From an optimization exercise on the open Yosys and OpenROAD flow, aimed at small area, a short achievable clock period and few clock cycles per item; shortcuts taken in it are not production practice. No run shown here included a check of the RTL's function; only the layout flow was run.

## flow/config.mk

```make
export PLATFORM = sky130hd
export DESIGN_NAME = ece571f23_g5_aes_subbytes_seq
export DESIGN_NICKNAME = ece571f23_g5_aes_subbytes_seq
export VERILOG_FILES = /design/flow/design.v
export SDC_FILE = /design/flow/constraint.sdc
export NUM_CORES = 4
export LEC_CHECK = 0
export CAP_MARGIN = 20
export CORE_MARGIN = 2
export CORE_UTILIZATION = 60
export CTS_BUF_LIST = sky130_fd_sc_hd__clkbuf_4
export CTS_CLUSTER_SIZE = 30
export PLACE_DENSITY = 0.75
export SETUP_SLACK_MARGIN = 1.0
export SLEW_MARGIN = 20
```

## flow/constraint.sdc

```tcl
create_clock -name core_clock -period 17.5 [get_ports {clk}]
set_input_delay 3.5000 -clock core_clock [delete_from_list [all_inputs] [get_ports {clk}]]
set_output_delay 3.5000 -clock core_clock [all_outputs]
set_load 0.01 [all_outputs]
```

## flow/design.v

```verilog
package ece571f23_g5_aes_pkg;
  localparam int AES_STATE_BYTES = 16;
endpackage
module ece571f23_g5_aes_sbox_in (
  input  logic [7:0] a,
  input  logic       inv,
  output logic [7:0] x
);
  wire t0 = a[4] ^ a[6];
  wire t1 = a[4] ^ a[7];
  wire t2 = a[6] ^ t1;
  wire t3 = a[0] ^ a[1];
  wire t4 = t0 ^ t3;
  wire t5 = a[5] ^ t4;
  wire t6 = a[1] ^ t5;
  wire t7 = a[4] ^ t5;
  wire t8 = a[1] ^ t7;
  wire t9 = a[7] ^ t8;
  wire t10 = a[3] ^ t3;
  wire t11 = a[6] ^ t10;
  wire t12 = a[2] ^ t11;
  wire t13 = t1 ^ t10;
  wire t14 = a[2] ^ a[7];
  wire t15 = a[5] ^ t14;
  wire t16 = t7 ^ t14;
  wire t17 = t8 ^ t10;
  wire t18 = t5 ^ t17;
  assign x[0] = inv ? (t1) : (t16);
  assign x[1] = inv ? (t4 ^ 1'b1) : (t6);
  assign x[2] = inv ? (t0 ^ 1'b1) : (t7);
  assign x[3] = inv ? (t11 ^ 1'b1) : (t9);
  assign x[4] = inv ? (t2 ^ 1'b1) : (t13);
  assign x[5] = inv ? (t15 ^ 1'b1) : (a[0]);
  assign x[6] = inv ? (t18 ^ 1'b1) : (t8);
  assign x[7] = inv ? (t5) : (t12);
endmodule
module ece571f23_g5_aes_gf_inv_pre (
  input  logic [7:0]  x,
  output logic [11:0] p
);
  function automatic logic [1:0] m4(input logic [1:0] a, input logic [1:0] b);
    logic e;
    e  = (a[1] ^ a[0]) & (b[1] ^ b[0]);
    m4 = {(a[1] & b[1]) ^ e, (a[0] & b[0]) ^ e};
  endfunction
  function automatic logic [1:0] k4(input logic [1:0] a);
    k4 = {a[1] ^ a[0], a[1]};
  endfunction
  function automatic logic [3:0] m16(input logic [3:0] a, input logic [3:0] b);
    logic [1:0] e;
    e   = k4(m4(a[3:2] ^ a[1:0], b[3:2] ^ b[1:0]));
    m16 = {m4(a[3:2], b[3:2]) ^ e, m4(a[1:0], b[1:0]) ^ e};
  endfunction
  function automatic logic [3:0] sqnu(input logic [3:0] v);
    sqnu = {v[3], v[2] ^ v[3], v[0] ^ v[2], v[1] ^ v[3]};
  endfunction
  assign p = {x, m16(x[7:4], x[3:0]) ^ sqnu(x[7:4] ^ x[3:0])};
endmodule
module ece571f23_g5_aes_gf_inv_post (
  input  logic [11:0] p,
  output logic [7:0]  y
);
  function automatic logic [1:0] m4(input logic [1:0] a, input logic [1:0] b);
    logic e;
    e  = (a[1] ^ a[0]) & (b[1] ^ b[0]);
    m4 = {(a[1] & b[1]) ^ e, (a[0] & b[0]) ^ e};
  endfunction
  function automatic logic [1:0] k4(input logic [1:0] a);
    k4 = {a[1] ^ a[0], a[1]};
  endfunction
  function automatic logic [3:0] m16(input logic [3:0] a, input logic [3:0] b);
    logic [1:0] e;
    e   = k4(m4(a[3:2] ^ a[1:0], b[3:2] ^ b[1:0]));
    m16 = {m4(a[3:2], b[3:2]) ^ e, m4(a[1:0], b[1:0]) ^ e};
  endfunction
  function automatic logic [3:0] inv16(input logic [3:0] a);
    logic [1:0] s, d, di;
    s     = a[3:2] ^ a[1:0];
    d     = m4(a[3:2], a[1:0]) ^ k4({s[0], s[1]});
    di    = {d[0], d[1]};
    inv16 = {m4(a[1:0], di), m4(a[3:2], di)};
  endfunction
  logic [3:0] di;
  assign di = inv16(p[3:0]);
  assign y  = {m16(p[7:4], di), m16(p[11:8], di)};
endmodule
module ece571f23_g5_aes_gf_inv (
  input  logic [7:0] x,
  output logic [7:0] y
);
  logic [11:0] p;
  ece571f23_g5_aes_gf_inv_pre  u_pre  (.x(x), .p(p));
  ece571f23_g5_aes_gf_inv_post u_post (.p(p), .y(y));
endmodule
module ece571f23_g5_aes_sbox_out (
  input  logic [7:0] y,
  input  logic       inv,
  output logic [7:0] s
);
  wire t0 = y[0] ^ y[4];
  wire t1 = y[1] ^ y[6];
  wire t2 = y[1] ^ y[7];
  wire t3 = y[2] ^ y[4];
  wire t4 = y[0] ^ t3;
  wire t5 = y[2] ^ y[6];
  wire t6 = y[3] ^ y[6];
  wire t7 = y[1] ^ t6;
  wire t8 = y[2] ^ t6;
  wire t9 = y[0] ^ t8;
  wire t10 = y[5] ^ t3;
  wire t11 = t2 ^ t10;
  wire t12 = y[0] ^ t11;
  wire t13 = t7 ^ t10;
  wire t14 = t1 ^ t4;
  wire t15 = y[7] ^ t14;
  wire t16 = t6 ^ t14;
  assign s[0] = inv ? (y[5]) : (t7 ^ 1'b1);
  assign s[1] = inv ? (t5) : (t8 ^ 1'b1);
  assign s[2] = inv ? (t9) : (t11);
  assign s[3] = inv ? (t13) : (t16);
  assign s[4] = inv ? (t1) : (t4);
  assign s[5] = inv ? (t12) : (t2 ^ 1'b1);
  assign s[6] = inv ? (t15) : (t0 ^ 1'b1);
  assign s[7] = inv ? (t6) : (t3);
endmodule
module ece571f23_g5_aes_sbox (
  output logic [7:0] out,
  input  logic [7:0] in,
  input  logic       inv
);
  logic [7:0] x, y;
  ece571f23_g5_aes_sbox_in  u_in  (.a(in), .inv(inv), .x(x));
  ece571f23_g5_aes_gf_inv   u_inv (.x(x), .y(y));
  ece571f23_g5_aes_sbox_out u_out (.y(y), .inv(inv), .s(out));
endmodule
module ece571f23_g5_aes_subbytes_seq (
  input  logic         clk,
  input  logic         rst,
  input  logic         in_valid,
  output logic         in_ready,
  input  logic         in_inverse,
  input  logic [127:0] datain,
  output logic         out_valid,
  input  logic         out_ready,
  output logic [127:0] dataout,
  output logic         busy
);
  logic         sk_v_q, sk_v_d, rdy_q, v1_q, v2_q;
  logic         sk_inv_q, inv1_q;
  logic [127:0] x_d, sk_x_q, x_q, y, res_d, res_q;
  logic         acc, ld2, ld1, src_v, src_inv;
  logic [127:0] src_x;
  for (genvar k = 0; k < 16; k++) begin : g_lane
    ece571f23_g5_aes_sbox_in u_in (
      .a   (datain[8*k +: 8]),
      .inv (in_inverse),
      .x   (x_d[8*k +: 8])
    );
    ece571f23_g5_aes_gf_inv u_inv (
      .x (x_q[8*k +: 8]),
      .y (y[8*k +: 8])
    );
    ece571f23_g5_aes_sbox_out u_out (
      .y   (y[8*k +: 8]),
      .inv (inv1_q),
      .s   (res_d[8*k +: 8])
    );
  end
  assign acc = in_valid && !sk_v_q;    
  assign ld2 = !v2_q || out_ready;     
  assign ld1 = !v1_q || ld2;           
  assign src_v   = sk_v_q || acc;
  assign src_x   = sk_v_q ? sk_x_q   : x_d;
  assign src_inv = sk_v_q ? sk_inv_q : in_inverse;
  always_comb begin
    if (sk_v_q) sk_v_d = !ld1;
    else        sk_v_d = acc && !ld1;
  end
  always_ff @(posedge clk) begin
    if (rst) begin
      sk_v_q <= 1'b0;
      rdy_q  <= 1'b1;
      v1_q   <= 1'b0;
      v2_q   <= 1'b0;
    end else begin
      sk_v_q <= sk_v_d;
      rdy_q  <= !sk_v_d;
      if (ld2) v2_q <= v1_q;
      if (ld1) v1_q <= src_v;
    end
  end
  always_ff @(posedge clk) begin
    if (!sk_v_q) begin
      sk_x_q   <= x_d;
      sk_inv_q <= in_inverse;
    end
  end
  always_ff @(posedge clk) begin
    if (ld1 && src_v) begin
      x_q    <= src_x;
      inv1_q <= src_inv;
    end
  end
  always_ff @(posedge clk) begin
    if (ld2 && v1_q) begin
      res_q <= res_d;
    end
  end
  assign in_ready  = rdy_q;
  assign out_valid = v2_q;
  assign dataout   = res_q;
  assign busy      = sk_v_q || v1_q || v2_q;
endmodule
```

## flow/flow/run.sh

```bash
#!/bin/bash
# Layout flow: the standard flow (standard.sh), with one change to synthesis:
# ABC maps the logic with an area-recovering script (flow/abc_area.script)
# instead of ORFS's delay script. Registers are mapped before ABC, so they are
# the standard synthesis's registers, with the same names and cells.
set -euo pipefail
W=$(pwd)
cat > "$W/area_synth.tcl" <<TCL
proc abc {args} {
  set i [lsearch -exact \$args -script]
  if {\$i >= 0} {
    set args [lreplace \$args \$i [expr {\$i + 1}] -script $W/flow/abc_area.script]
  }
  yosys abc {*}\$args
}
source $W/synth_recipe.tcl
TCL
bash "$W/standard.sh" SYNTH_SCRIPT="$W/area_synth.tcl" BUFFER_PORTS_ARGS="-buffer_cell sky130_fd_sc_hd__buf_1" ADDER_MAP_FILE= finish > "$W/standard_flow.log" 2>&1
```

## flow/flow/abc_area.script

```
strash
&get -n
&dch -f
&nf -R 1000
&put
strash
&get -n
&dch -f
&nf -R 1000
&put
```

## flow/standard.sh

```bash
#!/bin/bash
# synth_recipe.tcl (not shown) runs the flow's synth.tcl, then flattens the netlist and writes it again
# the make line also repeats each setting of config.mk as NAME=value (left out here)
make -C /OpenROAD-flow-scripts/flow DESIGN_CONFIG=/design/flow/config.mk WORK_HOME=/design/flow/orfs CLKGATE_MAP_FILE= SYNTH_SCRIPT=/design/flow/synth_recipe.tcl "${@:-finish}"
```

==> impl_metrics.env, run 1 <==
export IMPL_cts_made_buffers=99
export IMPL_multi_input_area_um2=18820
export IMPL_worst_slack_ns=12.00
export IMPL_min_path_cells=2
export IMPL_syn_instance_count=3199
export IMPL_area_growth_pct=10.98
export IMPL_place_ws_ns=11.64
export IMPL_arrival_ns=6.03
export IMPL_clk_latency_ns=0.86
export IMPL_crit_top_cell="xnor2_1"
export IMPL_vias=22840
export IMPL_placement_rows=80
export IMPL_grt_max_degree=188
export IMPL_cts_buffer_depth=3
export IMPL_synthTopCellsByArea="xnor2_1 29%, edfxtp_1 26%, xor2_1 13%"
export IMPL_synth_seq_cells=390
export IMPL_fmax_mhz=181.7
export IMPL_track_usage_pct=26.67
export IMPL_slew_headroom_pct=26.58
export IMPL_cpMaxStageDelayCell="o31ai_1"
export IMPL_cts_root_buf="clkbuf_4"
export IMPL_tritoncts="yes"
export IMPL_cp_top_family="XOR/XNOR gates"
export IMPL_status="no timing/DRC/antenna violations"
export IMPL_crit_type="reg -> reg"
export IMPL_drtIter0Drc=1267
export IMPL_synth_ff_type="edfxtp_1"
export IMPL_routed_wl_um=68000
export IMPL_die_area_um2=50610
export IMPL_postCtsHoldBufs=0
export IMPL_drt_pass1_iter_count=5
export IMPL_rsz0062_at_grt="no"
export IMPL_path_buf_inv=0
export IMPL_cpPeakStageDelay_ns=0.66
export IMPL_fp_dieH_um=225.0
export IMPL_netlist_area_um2=29300
export IMPL_port_buffers=263
export IMPL_avgSynthCellArea_um2=9.159
export IMPL_synth_most_common_cell="xnor2_1"
export IMPL_yosys_warnings=3
export IMPL_synth_top_area_share_pct=29.36
export IMPL_vias_per_cell=5.353
export IMPL_min_path_type="reg -> reg"
export IMPL_met2WireLength_um=32590
export IMPL_cp_required_ns=18.03
export IMPL_cts_sinks=390
export IMPL_routed_top_layer="met5"
export IMPL_antenna_found_initial=2
export IMPL_layout_nets=3708
export IMPL_post_route_period_util_pct=31.45
export IMPL_crit_fanout=5
export IMPL_syn_num_nets=3332
export IMPL_worst_pin_slew_ns=1.101
export IMPL_ctsHtreeMaxLevel=3
export IMPL_grt_pass1_wl_um=109800
export IMPL_grt_pass1_vias=22690
export IMPL_dp_hpwl_um=50540
export IMPL_core_um2=47950
export IMPL_die_x_um=225.0
export IMPL_drv_cap=0
export IMPL_synth_largest_area_cell="xnor2_1"
export IMPL_drive_gt1_share_pct=4.960
export IMPL_place_congestion=0.9104
export IMPL_startpoint_type="flop"
export IMPL_fin_skew_ns=0.05181
export IMPL_wl_met1_um=29610
export IMPL_wl_met3_um=3974
export IMPL_final_hold_violation_count=0
export IMPL_cp_cell_sequence="xnor2_1, xor2_1, nor2_1, xnor2_1, xnor2_1, nor2_1, xor2_1, nand2_1, o31ai_1, xor2_1, xor2_1, nor2_1, xnor2_1, xnor2_1, xnor2_1, xor2_1, xor2_1, xnor2_1, a21oi_1"
export IMPL_setup_viol=0
export IMPL_critical_path_depth=19
export IMPL_start_util_pct=61.11
export IMPL_synth_distinct_cells=35
export IMPL_endpoint_kind="flop"
export IMPL_reg2regPathDepth=19
export IMPL_wl_per_cell_um=15.94
export IMPL_drc=0
export IMPL_tns_ns=0
export IMPL_synth_common_cells="982 x xnor2_1, 427 x nand2_1, 423 x xor2_1"
export IMPL_post_cts_resized=0
export IMPL_postCtsSetupBuffers=0
export IMPL_seqCellArea_um2=10380
export IMPL_ys_seq_area_share_pct=35.43
export IMPL_synthArstFlopShare_pct=0
export IMPL_nFillCells=3942
export IMPL_drtAntennaViolNets=0
export IMPL_fin_crit_ns=5.504
export IMPL_io_pin_count=264
export IMPL_slew_violations=0
export IMPL_clk_pin_slew_ns=0.07
export IMPL_synth_edff_count=257
export IMPL_grt_overflow_total=0
[layout by cell type, fill, tap and decap left out, types with 6 or more instances in the layout]
cell / Yosys / final
o221ai_1: 12 / 12
nand2_1: 427 / 427
buf_4: 0 / 9
a22oi_1: 46 / 46
nor2b_1: 18 / 17
a211oi_1: 17 / 17
o21ai_0: 183 / 183
clkbuf_4: 0 / 153
nor3_1: 6 / 6
nand2b_1: 65 / 64
xnor2_1: 982 / 982
buf_1: 0 / 262
xor2_1: 423 / 423
or2_0: 11 / 10
a21o_1: 10 / 10
edfxtp_1: 257 / 257
and2_0: 18 / 18
mux2i_1: 17 / 17
a21oi_1: 113 / 112
dfxtp_1: 133 / 132
clkinv_1: 36 / 50
nor2_1: 359 / 357
o31ai_1: 27 / 27
[path summary, 6_finish.rpt]
check / start / endpoint / slack [ns]
max: x_q[58] / res_q[62] / 12.00
min: sk_x_q[104] / sk_x_q[104] / 0.44
max reg2reg: x_q[58] / res_q[62] / 12.00
min reg2reg: sk_x_q[104] / sk_x_q[104] / 0.44
[layer usage]
layer	vias to the layer above	GRT usage (%)
met5	-	0
met4	2	9.891
met3	116	4.368
met2	630	45.37
met1	10730	34.17
li1	11370	-
[stage by stage]
stage / area, um2 / util [%] / hold slack (ns) / std cells
detailed placement: 31220 / 65.12 / 0.4287 / 4089
floorplan: 29300 / - / 0.4117 / 3199
CTS: 32500 / 67.79 / 0.4468 / 4264
global route: 32510 / 67.81 / 0.4692 / 4266
global placement: 31190 / 65.06 / 0.4215 / 4088
finish: 32520 / 67.82 / 0.4397 / 4267
[flip-flops by register name (all words and copies together) (netlist names)]
register / count
res_q: 128
v1_q: 1
x_q: 128
sk_inv_q: 1
rdy_q: 1
v2_q: 1
sk_x_q: 128
inv1_q: 1
sk_v_q: 1
[cells by family after synthesis]
group / Yosys count / synth area share [%]
mux: 18 / 0.6192
simple gates: 913 / 12.74
flops: 390 / 35.43
buf+inv: 36 / 0.4612
xor+xnor: 1405 / 42.00
compound gates: 436 / 8.712
fa+ha+maj: 1 / 0.03417
[worst min-delay path, cell delays in order, from the launching register on]
cell     delay (ns)
dfxtp_1        0.30
nand2_1        0.04
nand2_1        0.06
[area by class of cell]
class / instances / area share (%)
multi-input combinational: 2773 / 57.88
sequential: 390 / 31.93
clock buffer: 152 / 3.509
timing repair buffer: 275 / 3.436
tap: 615 / 2.366
clock inverter: 23 / 0.4387
inverter: 36 / 0.4156
antenna: 3 / 0.02309
==> run 2, diff against run 1 <==
--- a/flow/design.v
+++ b/flow/design.v
@@ -27,10 +27,10 @@
   wire t18 = t5 ^ t17;
-  assign x[0] = inv ? (t1) : (t16);
-  assign x[1] = inv ? (t4 ^ 1'b1) : (t6);
-  assign x[2] = inv ? (t0 ^ 1'b1) : (t7);
-  assign x[3] = inv ? (t11 ^ 1'b1) : (t9);
-  assign x[4] = inv ? (t2 ^ 1'b1) : (t13);
-  assign x[5] = inv ? (t15 ^ 1'b1) : (a[0]);
-  assign x[6] = inv ? (t18 ^ 1'b1) : (t8);
-  assign x[7] = inv ? (t5) : (t12);
+  assign x[0] = inv ? (t18 ^ 1'b1) : (t8);
+  assign x[1] = inv ? (t5) : (t12);
+  assign x[2] = inv ? (t2 ^ 1'b1) : (t13);
+  assign x[3] = inv ? (t15 ^ 1'b1) : (a[0]);
+  assign x[4] = inv ? (t0 ^ 1'b1) : (t7);
+  assign x[5] = inv ? (t11 ^ 1'b1) : (t9);
+  assign x[6] = inv ? (t1) : (t16);
+  assign x[7] = inv ? (t4 ^ 1'b1) : (t6);
 endmodule
@@ -54,3 +54,3 @@
   function automatic logic [3:0] sqnu(input logic [3:0] v);
-    sqnu = {v[3], v[2] ^ v[3], v[0] ^ v[2], v[1] ^ v[3]};
+    sqnu = {v[0] ^ v[2], v[1] ^ v[3], v[1], v[0] ^ v[1]};
   endfunction
@@ -100,26 +100,26 @@
   wire t0 = y[0] ^ y[4];
-  wire t1 = y[1] ^ y[6];
-  wire t2 = y[1] ^ y[7];
-  wire t3 = y[2] ^ y[4];
-  wire t4 = y[0] ^ t3;
+  wire t1 = y[0] ^ y[5];
+  wire t2 = y[0] ^ y[7];
+  wire t3 = y[1] ^ y[7];
+  wire t4 = y[2] ^ y[4];
   wire t5 = y[2] ^ y[6];
-  wire t6 = y[3] ^ y[6];
-  wire t7 = y[1] ^ t6;
-  wire t8 = y[2] ^ t6;
-  wire t9 = y[0] ^ t8;
-  wire t10 = y[5] ^ t3;
-  wire t11 = t2 ^ t10;
-  wire t12 = y[0] ^ t11;
-  wire t13 = t7 ^ t10;
-  wire t14 = t1 ^ t4;
-  wire t15 = y[7] ^ t14;
-  wire t16 = t6 ^ t14;
-  assign s[0] = inv ? (y[5]) : (t7 ^ 1'b1);
-  assign s[1] = inv ? (t5) : (t8 ^ 1'b1);
-  assign s[2] = inv ? (t9) : (t11);
-  assign s[3] = inv ? (t13) : (t16);
-  assign s[4] = inv ? (t1) : (t4);
-  assign s[5] = inv ? (t12) : (t2 ^ 1'b1);
-  assign s[6] = inv ? (t15) : (t0 ^ 1'b1);
-  assign s[7] = inv ? (t6) : (t3);
+  wire t6 = y[4] ^ t1;
+  wire t7 = y[4] ^ t5;
+  wire t8 = y[5] ^ t2;
+  wire t9 = y[6] ^ t6;
+  wire t10 = y[0] ^ t7;
+  wire t11 = t3 ^ t10;
+  wire t12 = t8 ^ t10;
+  wire t13 = y[3] ^ t4;
+  wire t14 = t3 ^ t13;
+  wire t15 = y[6] ^ t14;
+  wire t16 = t8 ^ t13;
+  assign s[0] = inv ? (y[3]) : (t8 ^ 1'b1);
+  assign s[1] = inv ? (t0) : (t6 ^ 1'b1);
+  assign s[2] = inv ? (t9) : (t14);
+  assign s[3] = inv ? (t16) : (t12);
+  assign s[4] = inv ? (t2) : (t7);
+  assign s[5] = inv ? (t15) : (t3 ^ 1'b1);
+  assign s[6] = inv ? (t11) : (t5 ^ 1'b1);
+  assign s[7] = inv ? (t1) : (t4);
 endmodule
==> run 2 against run 1 <==
Against the previous run:
- via count is 0.42% higher
- flip-flop and latch count unchanged
- clock skew shrank 0.013 ns
- highest routed layer is now met4
- sequential share of layout area grew 0.35 points
- clock-buffer cell count decreased by 10
- global-route usage up 0.23 points
- worst setup slack got worse by 0.21 ns
- synthesized cell count decreased by 1.1%
==> impl_metrics.env, run 2 <==
export IMPL_rsz0062_at_grt="no"
export IMPL_min_path_cells=2
export IMPL_slew_headroom_pct=34.52
export IMPL_wl_per_cell_um=15.98
export IMPL_synthTopCellsByArea="xnor2_1 28%, edfxtp_1 27%, xor2_1 12%"
export IMPL_final_hold_violation_count=0
export IMPL_grt_pass1_wl_um=110100
export IMPL_tritoncts="yes"
export IMPL_post_cts_resized=0
export IMPL_fp_dieH_um=223.5
export IMPL_grt_util_met3_pct=4.886
export IMPL_synthArstFlopShare_pct=0
export IMPL_drv_cap=0
export IMPL_min_path_type="reg -> reg"
export IMPL_clk_pin_slew_ns=0.06
export IMPL_place_congestion=0.9451
export IMPL_worst_pin_slew_ns=0.9822
export IMPL_startpoint_type="flop"
export IMPL_vias_per_cell=5.399
export IMPL_vias=22940
export IMPL_placement_rows=80
export IMPL_post_route_period_util_pct=32.67
export IMPL_cts_sinks=390
export IMPL_synth_distinct_cells=39
export IMPL_routed_wl_um=67900
export IMPL_path_buf_inv=0
export IMPL_endpoint_kind="flop"
export IMPL_crit_top_cell="xnor2_1"
export IMPL_core_um2=47650
export IMPL_crit_type="reg -> reg"
export IMPL_cp_cell_sequence="xor2_1, nand2_1, xnor2_1, xnor2_1, xnor2_1, or2_0, a21oi_1, nor4_1, a21oi_1, nor2_1, nor2_1, xnor2_1, xor2_1, nor2_1, xnor2_1, xnor2_1, xor2_1, xor2_1, xor2_1, o21ai_0, a21o_1, o21ai_0"
export IMPL_hold_slack_ns=0.4484
export IMPL_top_regs="res_q: 128 flops, sk_x_q: 128 flops, x_q: 128 flops"
export IMPL_grt_busiest_layer="met2"
export IMPL_grt_overflow_total=0
export IMPL_track_usage_pct=26.89
export IMPL_drtIter0Drc=1325
export IMPL_cp_top_family="XOR/XNOR gates"
export IMPL_synth_common_cells="933 x xnor2_1, 463 x nand2_1, 411 x xor2_1"
export IMPL_drive_gt1_share_pct=5.094
export IMPL_netlist_area_um2=28900
export IMPL_synth_largest_area_cell="xnor2_1"
export IMPL_synth_edff_count=257
export IMPL_fmax_mhz=174.9
export IMPL_tns_ns=0
export IMPL_area_growth_pct=11.32
export IMPL_synth_top_area_share_pct=28.28
export IMPL_ctsHtreeMaxLevel=3
export IMPL_yosys_warnings=3
export IMPL_drc=0
export IMPL_syn_instance_count=3163
export IMPL_nFillCells=3826
export IMPL_clk_latency_ns=0.84
export IMPL_synth_seq_cells=390
export IMPL_layout_commonest_cell="xnor2_1"
export IMPL_drtAntennaViolNets=0
export IMPL_fin_skew_ns=0.03914
export IMPL_postCtsSetupBuffers=0
export IMPL_cpMaxStageDelayCell="nor4_1"
export IMPL_antenna_found_initial=1
export IMPL_die_area_um2=49930
export IMPL_crit_fanout=7
export IMPL_cp_required_ns=18.17
export IMPL_layout_nets=3677
export IMPL_slew_violations=0
export IMPL_hold_start="sk_x_q[117]"
export IMPL_die_x_um=223.5
export IMPL_startpoint="x_q[31]"
export IMPL_r2r_end="res_q[29]"
export IMPL_grt_max_degree=95
export IMPL_dp_hpwl_um=50330
export IMPL_syn_num_nets=3296
export IMPL_grt_pass1_vias=23030
export IMPL_fin_crit_ns=5.718
export IMPL_arrival_ns=6.39
export IMPL_grtUsageMet2_pct=46.67
export IMPL_avgSynthCellArea_um2=9.135
export IMPL_setup_viol=0
export IMPL_synth_ff_type="edfxtp_1"
export IMPL_rrSetupSlack_ns=11.78
export IMPL_holdPathEnd="sk_x_q[117]"
export IMPL_post_route_util_pct=67.51
export IMPL_start_util_pct=60.65
export IMPL_port_buffers=263
export IMPL_use_met1_pct=32.90
export IMPL_cpPeakStageDelay_ns=0.57
export IMPL_cts_buffer_depth=3
export IMPL_ys_seq_area_share_pct=35.92
export IMPL_drt_pass1_iter_count=6
export IMPL_final_cell_mix="933 x xnor2_1, 462 x nand2_1, 411 x xor2_1"
export IMPL_cts_root_buf="clkbuf_4"
export IMPL_synth_most_common_cell="xnor2_1"
export IMPL_io_pin_count=264
export IMPL_status="no timing/DRC/antenna violations"
export IMPL_cts_made_buffers=102
export IMPL_reg2regPathDepth=22
export IMPL_r2r_start="x_q[31]"
export IMPL_postCtsHoldBufs=0
-- run 2: how the worst max path moves through the flow --
stage | to | slack (ns) | depth (start not counted)
floorplan | inv1_q | 6.92 | 2
global placement | x_q[100] | 11.65 | 5
detailed placement | x_q[14] | 11.60 | 5
CTS | res_q[29] | 11.88 | 22
global route | res_q[29] | 11.18 | 22
finish | res_q[29] | 11.78 | 22
-- run 2: metal layers --
metal	part of all wire, %	wire length, um
met2	48	32850
met3	6.6	4495
met1	42	28390
met5	0	0
met4	3.2	2166
-- run 2: kinds of logic after synthesis --
kind of cell	Yosys count	synth area share [%]
AOI/OAI and AO/OA	477	9.496
xor gates and xnor gates	1344	40.74
muxes	23	0.8227
buffers and inverters	28	0.3637
DFF	390	35.92
and+or+nand+nor	901	12.66
-- run 2: layout make-up --
| type | count | area [um2] | share of cell area (%) |
|---|---|---|---|
| Antenna cell | 2 | 5.005 | 0.01556 |
| Multi-Input combinational cell | 2745 | 18450 | 57.36 |
| Tap cell | 615 | 769.5 | 2.392 |
| Clock inverter | 50 | 291.5 | 0.9063 |
| Inverter | 28 | 105.1 | 0.3267 |
| Timing Repair Buffer | 277 | 1096 | 3.408 |
| Clock buffer | 142 | 1066 | 3.314 |
| Sequential cell | 390 | 10380 | 32.28 |
-- run 2: worst reg2reg max path: cells and delay by family, from the launching register on --
family	cells	cell delay, ns
xor+xnor	11	3.17
compound gates	5	0.58
simple gates	6	1.28
flops	1	0.53
-- run 2: per-stage QoR --
step | worst slack, ns | area [um2] | std cells
6_report | 11.78 | 32170 | 4249
5_1_grt | 11.18 | 32160 | 4248
4_1_cts | 11.88 | 32160 | 4247
3_5_place_dp | 11.60 | 30800 | 4055
3_3_place_gp | 11.65 | 30800 | 4055
2_1_floorplan | 6.923 | 28900 | 3163

static timing again, ports no longer ideal:
Ports are ideal in the flow. The routed layouts listed here were re-timed in OpenROAD. Step 1 assumes that a clkbuf_16 drives the clock port and a buf_2 every other input. Step 2 also shifts input and output timing later by t, the mid clock arrival at the registers, as if the neighbouring blocks saw the same clock. a / b / c = no drivers / after step 1 / after step 2; a / b = the first two.
run | shift t [ns] | setup WS [ns] | cell pins on the clock port's net
run 1 | 0.895 | 11.996 / 11.996 / 11.640 | 1
run 2 | 0.886 | 11.782 / 11.782 / 11.487 | 1
After both steps every run listed still meets setup and hold. The setup slack of run 1, which loses most, moves by 0.000 ns with the drivers and by -0.356 ns with both steps.
